What follows belongs to an exercise in optimizing a design on an open flow for small area, a short achievable clock period and few clock cycles; a production flow would make more cautious choices. Where RTL was checked, it was by simulation tests only, not by an equivalence proof against the original.

Setup of main:
## acc_top
module acc_top #(
  parameter int ADDR_WIDTH = acc_pkg::ADDR_WIDTH_DEF,
  parameter int CNT_WIDTH  = acc_pkg::CNT_WIDTH_DEF
) (
  input  logic                  ap_clk,
  input  logic                  ap_rst_n,
  input  logic                  ap_start,
  output logic                  ap_idle,
  output logic                  ap_ready,
  output logic                  ap_done,
  input  logic [ADDR_WIDTH-1:0] ifm_addr_base,
  input  logic [ADDR_WIDTH-1:0] wgt_addr_base,
  input  logic [ADDR_WIDTH-1:0] ofm_addr_base,
  input  logic [CNT_WIDTH-1:0]  cfg_ci,
  input  logic [CNT_WIDTH-1:0]  cfg_co,
  output logic                  ifm_rd_req,
  output logic [ADDR_WIDTH-1:0] ifm_rd_addr,
  input  logic                  ifm_rd_valid,
  input  acc_pkg::word_t        ifm_rd_data,
  output logic                  wgt_rd_req,
  output logic [ADDR_WIDTH-1:0] wgt_rd_addr,
  input  logic                  wgt_rd_valid,
  input  acc_pkg::word_t        wgt_rd_data,
  output logic                  ofm_wr_req,
  output logic [ADDR_WIDTH-1:0] ofm_wr_addr,
  output acc_pkg::word_t        ofm_wr_data,
  input  logic                  ofm_wr_ack
);
Size in the first run: ~1800 cells after synthesis, about 300 flip-flops, about 21000 sq um of cells after synthesis.
Settings: LEC_CHECK=0, CAP_MARGIN=20, CORE_MARGIN=2, CORE_UTILIZATION=60, CTS_BUF_LIST=sky130_fd_sc_hd__clkbuf_16, CTS_CLUSTER_DIAMETER=100, CTS_CLUSTER_SIZE=25, SLEW_MARGIN=20; clock period 12.5 ns.
standard.sh (not shown) runs the stock make flow with config.mk's settings and CLKGATE_MAP_FILE= SYNTH_SCRIPT=/design/flow/synth_recipe.tcl, a recipe that flattens the netlist after the stock synthesis.
==> flow/flow/run.sh <==
#!/bin/bash
# Layout flow: the standard ORFS flow (standard synthesis unchanged), with
#  - port buffers made from plain buf cells instead of the default delay-buffer
#    cells (every port still gets its own buffer),
#  - repair_timing asked for extra setup slack so the resizer works the
#    input/output paths below the clock period.
# Each tool's full output stays in orfs/logs; make's output goes to flow.log.
set -euo pipefail
PORT_BUF=${PORT_BUF:-sky130_fd_sc_hd__buf_1}
MARGIN=${MARGIN:-6.8}
bash standard.sh "BUFFER_PORTS_ARGS=-buffer_cell $PORT_BUF" "SETUP_SLACK_MARGIN=$MARGIN" finish > flow.log 2>&1
Testbench counts of main, summed over its fixed seeds: cycles 59,110.
Setup changes, main to the feature branch
--- a/flow/design.v
+++ b/flow/design.v
@@ -19,12 +19,42 @@
       r[b*LANE_BITS +: LANE_BITS] = w[(LANES-1-b)*LANE_BITS +: LANE_BITS];
     end
     byte_rev = r;
   endfunction
 endpackage
 `timescale 1ns/100ps
+module acc_bk_add #(
+  parameter int N  = 26,
+  parameter int LG = 5      
+) (
+  input  logic [N-1:0] a,
+  input  logic [N-1:0] b,
+  output logic [N-1:0] s
+);
+  logic [N-1:0] g, p, gg, pp;
+  always_comb begin
+    g  = a & b;
+    p  = a ^ b;
+    gg = g;
+    pp = p;
+    for (int k = 0; k < LG; k++) begin
+      for (int i = (2 << k) - 1; i < N; i += (2 << k)) begin
+        gg[i] = gg[i] | (pp[i] & gg[i - (1 << k)]);
+        pp[i] = pp[i] & pp[i - (1 << k)];
+      end
+    end
+    for (int k = LG - 2; k >= 0; k--) begin
+      for (int i = (3 << k) - 1; i < N; i += (2 << k)) begin
+        gg[i] = gg[i] | (pp[i] & gg[i - (1 << k)]);
+        pp[i] = pp[i] & pp[i - (1 << k)];
+      end
+    end
+    s = p ^ {gg[N-2:0], 1'b0};
+  end
+endmodule
+`timescale 1ns/100ps
 module acc_dot_csa (
   input  logic [31:0] a,
   input  logic [31:0] b,
   output logic [17:0] sn,
   output logic [17:0] cn
 );
@@ -1233,15 +1263,21 @@
   assign dot_c = ~dot_cn;
   assign a0 = mac_clear ? '0 : acc_q;
   assign x  = {{(AW-18){~dot_s[17]}}, ~dot_s[17], dot_s[16:0]};
   assign y  = {{(AW-18){1'b0}}, dot_c};
   assign z  = a0 ^ x ^ y;
   assign cy = {(a0[AW-2:0] & x[AW-2:0]) | (a0[AW-2:0] & y[AW-2:0]) | (x[AW-2:0] & y[AW-2:0]), 1'b0};
+  logic [AW-1:0] sum;
+  acc_bk_add #(.N(AW)) u_add (
+    .a (z),
+    .b (cy),
+    .s (sum)
+  );
   always_ff @(posedge ap_clk) begin
     if (mac_en) begin
-      acc_q <= z + cy;
+      acc_q <= sum;
     end
   end
   assign acc_value = {{(32-AW){acc_q[AW-1]}}, acc_q};
 endmodule
 `timescale 1ns/100ps
 module acc_top #(
@@ -1398,12 +1434,23 @@
     end
     wr_pend_n = busy_q & (issue | (wr_pend_q & ~ofm_wr_ack));
     qi0_t_n   = (pop & qi1_v) ? qi1_t : ((pop | ~qi0_v) ? otag_q : qi0_t);
     s1_t_n    = qi0_t;
     fi_inc     = fi_last ? '0 : fi_q + 1'b1;
   end
+  logic [ADDR_WIDTH-3:0] wgt_addr_inc, ofm_addr_inc;
+  acc_bk_add #(.N(ADDR_WIDTH-2)) u_wgt_inc (
+    .a (wgt_addr_q[ADDR_WIDTH-1:2]),
+    .b ((ADDR_WIDTH-2)'(1)),
+    .s (wgt_addr_inc)
+  );
+  acc_bk_add #(.N(ADDR_WIDTH-2)) u_ofm_inc (
+    .a (ofm_addr_q[ADDR_WIDTH-1:2]),
+    .b ((ADDR_WIDTH-2)'(1)),
+    .s (ofm_addr_inc)
+  );
   always_ff @(posedge ap_clk or negedge ap_rst_n) begin
     if (!ap_rst_n) begin
       busy_q <= 1'b0;
       idle_q <= 1'b1;
       fin_q  <= 1'b0;
       {fa_q, faw_q, fb_q, fbw_q, ga_q, gai_q, gb_q, gbi_q, ha_q, hb_q} <= '0;
@@ -1438,18 +1485,18 @@
       otag_q <= {fi_last & fco_last, fi_last};
       if (fi_last) fco_q <= fco_q - 1'b1;
     end
     if (load_en) begin
       wgt_addr_q <= wgt_addr_base;
     end else if (wgt_rd_req) begin
-      wgt_addr_q <= wgt_addr_q + ADDR_WIDTH'(4);
+      wgt_addr_q <= {wgt_addr_inc, wgt_addr_q[1:0]};
     end
     if (load_en) begin
       ofm_addr_q <= ofm_addr_base;
     end else if (issue) begin
-      ofm_addr_q <= ofm_addr_q + ADDR_WIDTH'(4);
+      ofm_addr_q <= {ofm_addr_inc, ofm_addr_q[1:0]};
     end
   end
   always_ff @(posedge ap_clk) begin
     if (pop & qi1_v) begin
       qi0_d <= qi1_d;
     end else if (pop | ~qi0_v) begin
Notes after the runs:
Between main and the feature branch, the flow reports gate count of the mapped netlist decreasing by a few percent. Going from main to the feature branch, the final area was found to have gone down by about 1%. Higher layout cell share with drive strength beyond 1 was reported by main, not the feature branch. Across both runs, xor/xnor cell area share of the yosys netlist was lower for the feature branch than for main. On mean number of vias per cell: the feature branch sits below main. Taking main as the reference, in the feature branch area used by sequential logic in the layout was more or less identical; via count of the routed design down 474.
Testbench counts of the feature branch, summed over its fixed seeds: cycles 59,110.

========
acc_top, a different RTL version from the one above (not shown whole).
Size in the first run: roughly 1,700 cells after synthesis, ~320 I/O pins, ~21,000 um2 of cells after synthesis.
==> flow/design.v (excerpt) <==
module acc_top #(
  parameter int ADDR_WIDTH = acc_pkg::ADDR_WIDTH_DEF,
  parameter int CNT_WIDTH  = acc_pkg::CNT_WIDTH_DEF
) (
  input  logic                  ap_clk,
  input  logic                  ap_rst_n,
  input  logic                  ap_start,
  output logic                  ap_idle,
  output logic                  ap_ready,
  output logic                  ap_done,
  input  logic [ADDR_WIDTH-1:0] ifm_addr_base,
  input  logic [ADDR_WIDTH-1:0] wgt_addr_base,
  input  logic [ADDR_WIDTH-1:0] ofm_addr_base,
  input  logic [CNT_WIDTH-1:0]  cfg_ci,
  input  logic [CNT_WIDTH-1:0]  cfg_co,
  output logic                  ifm_rd_req,
  output logic [ADDR_WIDTH-1:0] ifm_rd_addr,
  input  logic                  ifm_rd_valid,
  input  acc_pkg::word_t        ifm_rd_data,
  output logic                  wgt_rd_req,
  output logic [ADDR_WIDTH-1:0] wgt_rd_addr,
  input  logic                  wgt_rd_valid,
  input  acc_pkg::word_t        wgt_rd_data,
  output logic                  ofm_wr_req,
  output logic [ADDR_WIDTH-1:0] ofm_wr_addr,
  output acc_pkg::word_t        ofm_wr_data,
  input  logic                  ofm_wr_ack
);
  localparam int LO = CNT_WIDTH + 2;
  logic busy_q;                
  logic idle_q;                
  logic fin_q;                 
  logic fa_q, faw_q, fb_q, fbw_q, ga_q, gai_q, gb_q, gbi_q, ha_q, hb_q;
  logic [ADDR_WIDTH-1:0]  ifm_base_q;
  logic [ADDR_WIDTH-1:LO] ifm_hi_q;     
  logic [ADDR_WIDTH-1:0]  wgt_addr_q;   
  logic [ADDR_WIDTH-1:0]  ofm_addr_q;   
  logic [CNT_WIDTH-1:0]   ci_m1_q;      
  logic [CNT_WIDTH-1:0]   fi_q;         
  logic [CNT_WIDTH-1:0]   fco_q;        
  logic                   fdone_q;      
  logic                   ifm_out_q;    
  logic                   wgt_out_q;    
  logic [1:0]             otag_q;       
  logic signed [2:0]      diff_q;       
  acc_pkg::word_t qi0_d, qi1_d, qw_d;
  logic [1:0]     qi0_t, qi1_t;
  logic           qi0_v, qi1_v, qw_v;
  logic [17:0]    dot_sn, dot_cn, dot_sn_q, dot_cn_q;
  logic           s1_v_q;
  logic [1:0]     s1_t_q;
  logic           first_q;      
  ...
Settings: LEC_CHECK=0, CAP_MARGIN=20, CORE_MARGIN=2, CORE_UTILIZATION=60, CTS_BUF_LIST=sky130_fd_sc_hd__clkbuf_16, CTS_CLUSTER_DIAMETER=100, CTS_CLUSTER_SIZE=25, SLEW_MARGIN=20; clock period 12.5 ns.
Scripts as last shown in full above: flow/flow/run.sh
Then changed:
--- a/flow/design.v
+++ b/flow/design.v
@@ -18,23 +18,23 @@
     for (int b = 0; b < LANES; b++) begin
       r[b*LANE_BITS +: LANE_BITS] = w[(LANES-1-b)*LANE_BITS +: LANE_BITS];
     end
     byte_rev = r;
   endfunction
 endpackage
 `timescale 1ns/100ps
 module acc_bk_add #(
-  parameter int N = 26
+  parameter int N  = 26,
+  parameter int LG = 5      
 ) (
   input  logic [N-1:0] a,
   input  logic [N-1:0] b,
   output logic [N-1:0] s
 );
-  localparam int LG = $clog2(N);
   logic [N-1:0] g, p, gg, pp;
   always_comb begin
     g  = a & b;
     p  = a ^ b;
     gg = g;
     pp = p;
     for (int k = 0; k < LG; k++) begin
       for (int i = (2 << k) - 1; i < N; i += (2 << k)) begin
@@ -1307,17 +1307,19 @@
   output logic [ADDR_WIDTH-1:0] ofm_wr_addr,
   output acc_pkg::word_t        ofm_wr_data,
   input  logic                  ofm_wr_ack
 );
   localparam int LO = CNT_WIDTH + 2;
   logic busy_q;                
   logic idle_q;                
   logic fin_q;                 
-  logic fa_q, faw_q, fb_q, fbw_q, ga_q, gai_q, gb_q, gbi_q, ha_q, hb_q;
+  logic [3:0] ireq_q, wreq_q;   
+  logic       ha_q, hb_q;
+  logic       rdy0_q, rdy1_q;   
   logic [ADDR_WIDTH-1:0]  ifm_base_q;
   logic [ADDR_WIDTH-1:LO] ifm_hi_q;     
   logic [ADDR_WIDTH-1:0]  wgt_addr_q;   
   logic [ADDR_WIDTH-1:0]  ofm_addr_q;   
   logic [CNT_WIDTH-1:0]   ci_m1_q;      
   logic [CNT_WIDTH-1:0]   fi_q;         
   logic [CNT_WIDTH-1:0]   fco_q;        
   logic                   fdone_q;      
@@ -1368,22 +1370,24 @@
     ha     = busy & res_wait & ~wr_pend;
     hb     = busy & res_wait;
     req_terms = {fa, faw, fb, fbw, ga, gai, gb, gbi, ha, hb};
   endfunction
   logic load_en;    
   logic pop;
   logic issue;
   logic fi_last, fco_last;
-  assign ap_idle  = idle_q | (fin_q & ofm_wr_ack);
-  assign ap_ready = ap_start & ap_idle;
+  assign ap_idle  = rdy0_q | (ofm_wr_ack & rdy1_q);
+  assign ap_ready = (ap_start & rdy0_q) | (ap_start & ofm_wr_ack & rdy1_q);
   assign ap_done  = fin_q & ofm_wr_ack;
   assign load_en  = idle_q | fin_q;
-  assign ifm_rd_req = fa_q | (wgt_rd_valid & faw_q) | (ifm_rd_valid & (fb_q | (wgt_rd_valid & fbw_q)));
-  assign wgt_rd_req = ga_q | (ifm_rd_valid & gai_q) | (wgt_rd_valid & (gb_q | (ifm_rd_valid & gbi_q)));
+  assign ifm_rd_req = ifm_rd_valid ? (ireq_q[2] | (wgt_rd_valid & ireq_q[3]))
+                                   : (ireq_q[0] | (wgt_rd_valid & ireq_q[1]));
+  assign wgt_rd_req = ifm_rd_valid ? (wreq_q[2] | (wgt_rd_valid & wreq_q[3]))
+                                   : (wreq_q[0] | (wgt_rd_valid & wreq_q[1]));
   assign issue      = ha_q | (ofm_wr_ack & hb_q);
   assign pop = qi0_v & qw_v &
                ~(((s1_v_q & s1_t_q[0]) | (res_wait_q & wr_pend_q)) & (res_wait_q | wr_pend_q));
   assign fi_last  = (fi_q == ci_m1_q);
   assign fco_last = (fco_q == '0);
   logic [LO-1:0] ifm_lo;
   assign ifm_lo      = ifm_base_q[LO-1:0] + {fi_q, 2'b00};
   assign ifm_rd_addr = ifm_base_q + (ADDR_WIDTH'(fi_q) << 2);
@@ -1443,29 +1447,40 @@
     .b ((ADDR_WIDTH-2)'(1)),
     .s (wgt_addr_inc)
   );
   acc_bk_add #(.N(ADDR_WIDTH-2)) u_ofm_inc (
     .a (ofm_addr_q[ADDR_WIDTH-1:2]),
     .b ((ADDR_WIDTH-2)'(1)),
     .s (ofm_addr_inc)
   );
+  logic [9:0] terms_n;
+  logic [9:0] rq_n;
+  assign terms_n = req_terms(busy_n, fin_n, fdone_n, ifm_out_n, wgt_out_n, diff_n, qi0_v_n, qi1_v_n,
+                             qi0_t_n, qw_v_n, s1_v_n, s1_t_n, res_wait_n, wr_pend_n);
+  assign rq_n = {terms_n[9] | terms_n[8] | terms_n[7] | terms_n[6], terms_n[9] | terms_n[7],
+                 terms_n[9] | terms_n[8], terms_n[9],
+                 terms_n[5] | terms_n[4] | terms_n[3] | terms_n[2], terms_n[5] | terms_n[4],
+                 terms_n[5] | terms_n[3], terms_n[5],
+                 terms_n[1:0]};
   always_ff @(posedge ap_clk or negedge ap_rst_n) begin
     if (!ap_rst_n) begin
       busy_q <= 1'b0;
       idle_q <= 1'b1;
       fin_q  <= 1'b0;
-      {fa_q, faw_q, fb_q, fbw_q, ga_q, gai_q, gb_q, gbi_q, ha_q, hb_q} <= '0;
+      {ireq_q, wreq_q, ha_q, hb_q} <= '0;
+      rdy0_q <= 1'b1;
+      rdy1_q <= 1'b1;
     end else begin
       busy_q <= busy_n;
       idle_q <= ~busy_n;
       fin_q  <= fin_n;
-      {fa_q, faw_q, fb_q, fbw_q, ga_q, gai_q, gb_q, gbi_q, ha_q, hb_q} <=
-        req_terms(busy_n, fin_n, fdone_n, ifm_out_n, wgt_out_n, diff_n, qi0_v_n, qi1_v_n,
-                  qi0_t_n, qw_v_n, s1_v_n, s1_t_n, res_wait_n, wr_pend_n);
+      {ireq_q, wreq_q, ha_q, hb_q} <= rq_n;
+      rdy0_q <= ~busy_n;
+      rdy1_q <= ~busy_n | fin_n;
     end
   end
   always_ff @(posedge ap_clk) begin
     ifm_base_q <= ifm_base_n;
     fi_q       <= fi_n;
     fdone_q    <= fdone_n;
     ifm_out_q  <= ifm_out_n;
     wgt_out_q  <= wgt_out_n;
=> Global-route usage falls by 0.68 points. Synthesized cell count hardly moves. Setup slack gets worse by 0.017 ns. Worst hold slack gets better by 0.0095 ns. Core utilization rises by 0.17 points. Critical path depth rises by 1. Final cell count stays flat. Non-clock buffer count rises by 3.
Function was not checked in any run of this note: the RTL went through the layout flow alone.

what the ideal ports hide:
No port has a modelled driver above. Below, the same layouts with a new extraction and two added sets of constraints.
Step 1 sets driving cells, clkbuf_16 on the clock port and buf_2 on the other inputs (assumed; they add their load-dependent delay and slew).
Step 2 adds t to the input delays and takes it off the output delays; t is the mean of the earliest and latest rising clock arrival at the registers after step 1. Input paths then give back, and output paths get back, about the clock's delay inside the block.
a / b / c = ideal ports / drivers / drivers and shift; a / b = the first two.
run	t, ns	slack for setup (ns)	hold WS [ns]
main	0.573	6.770 / 6.715 / 6.715	0.384 / 0.384 / 0.384
the feature branch	0.572	6.839 / 6.795 / 6.795	0.353 / 0.353 / 0.353
the first run of note 2	0.572	6.839 / 6.795 / 6.795	0.353 / 0.353 / 0.353
the second run of note 2	0.559	6.822 / 6.785 / 6.785	0.363 / 0.363 / 0.363
After both steps setup and hold are still met in every run listed. The setup slack of main, which loses most, moves by -0.055 ns with the drivers and by -0.055 ns with both steps.
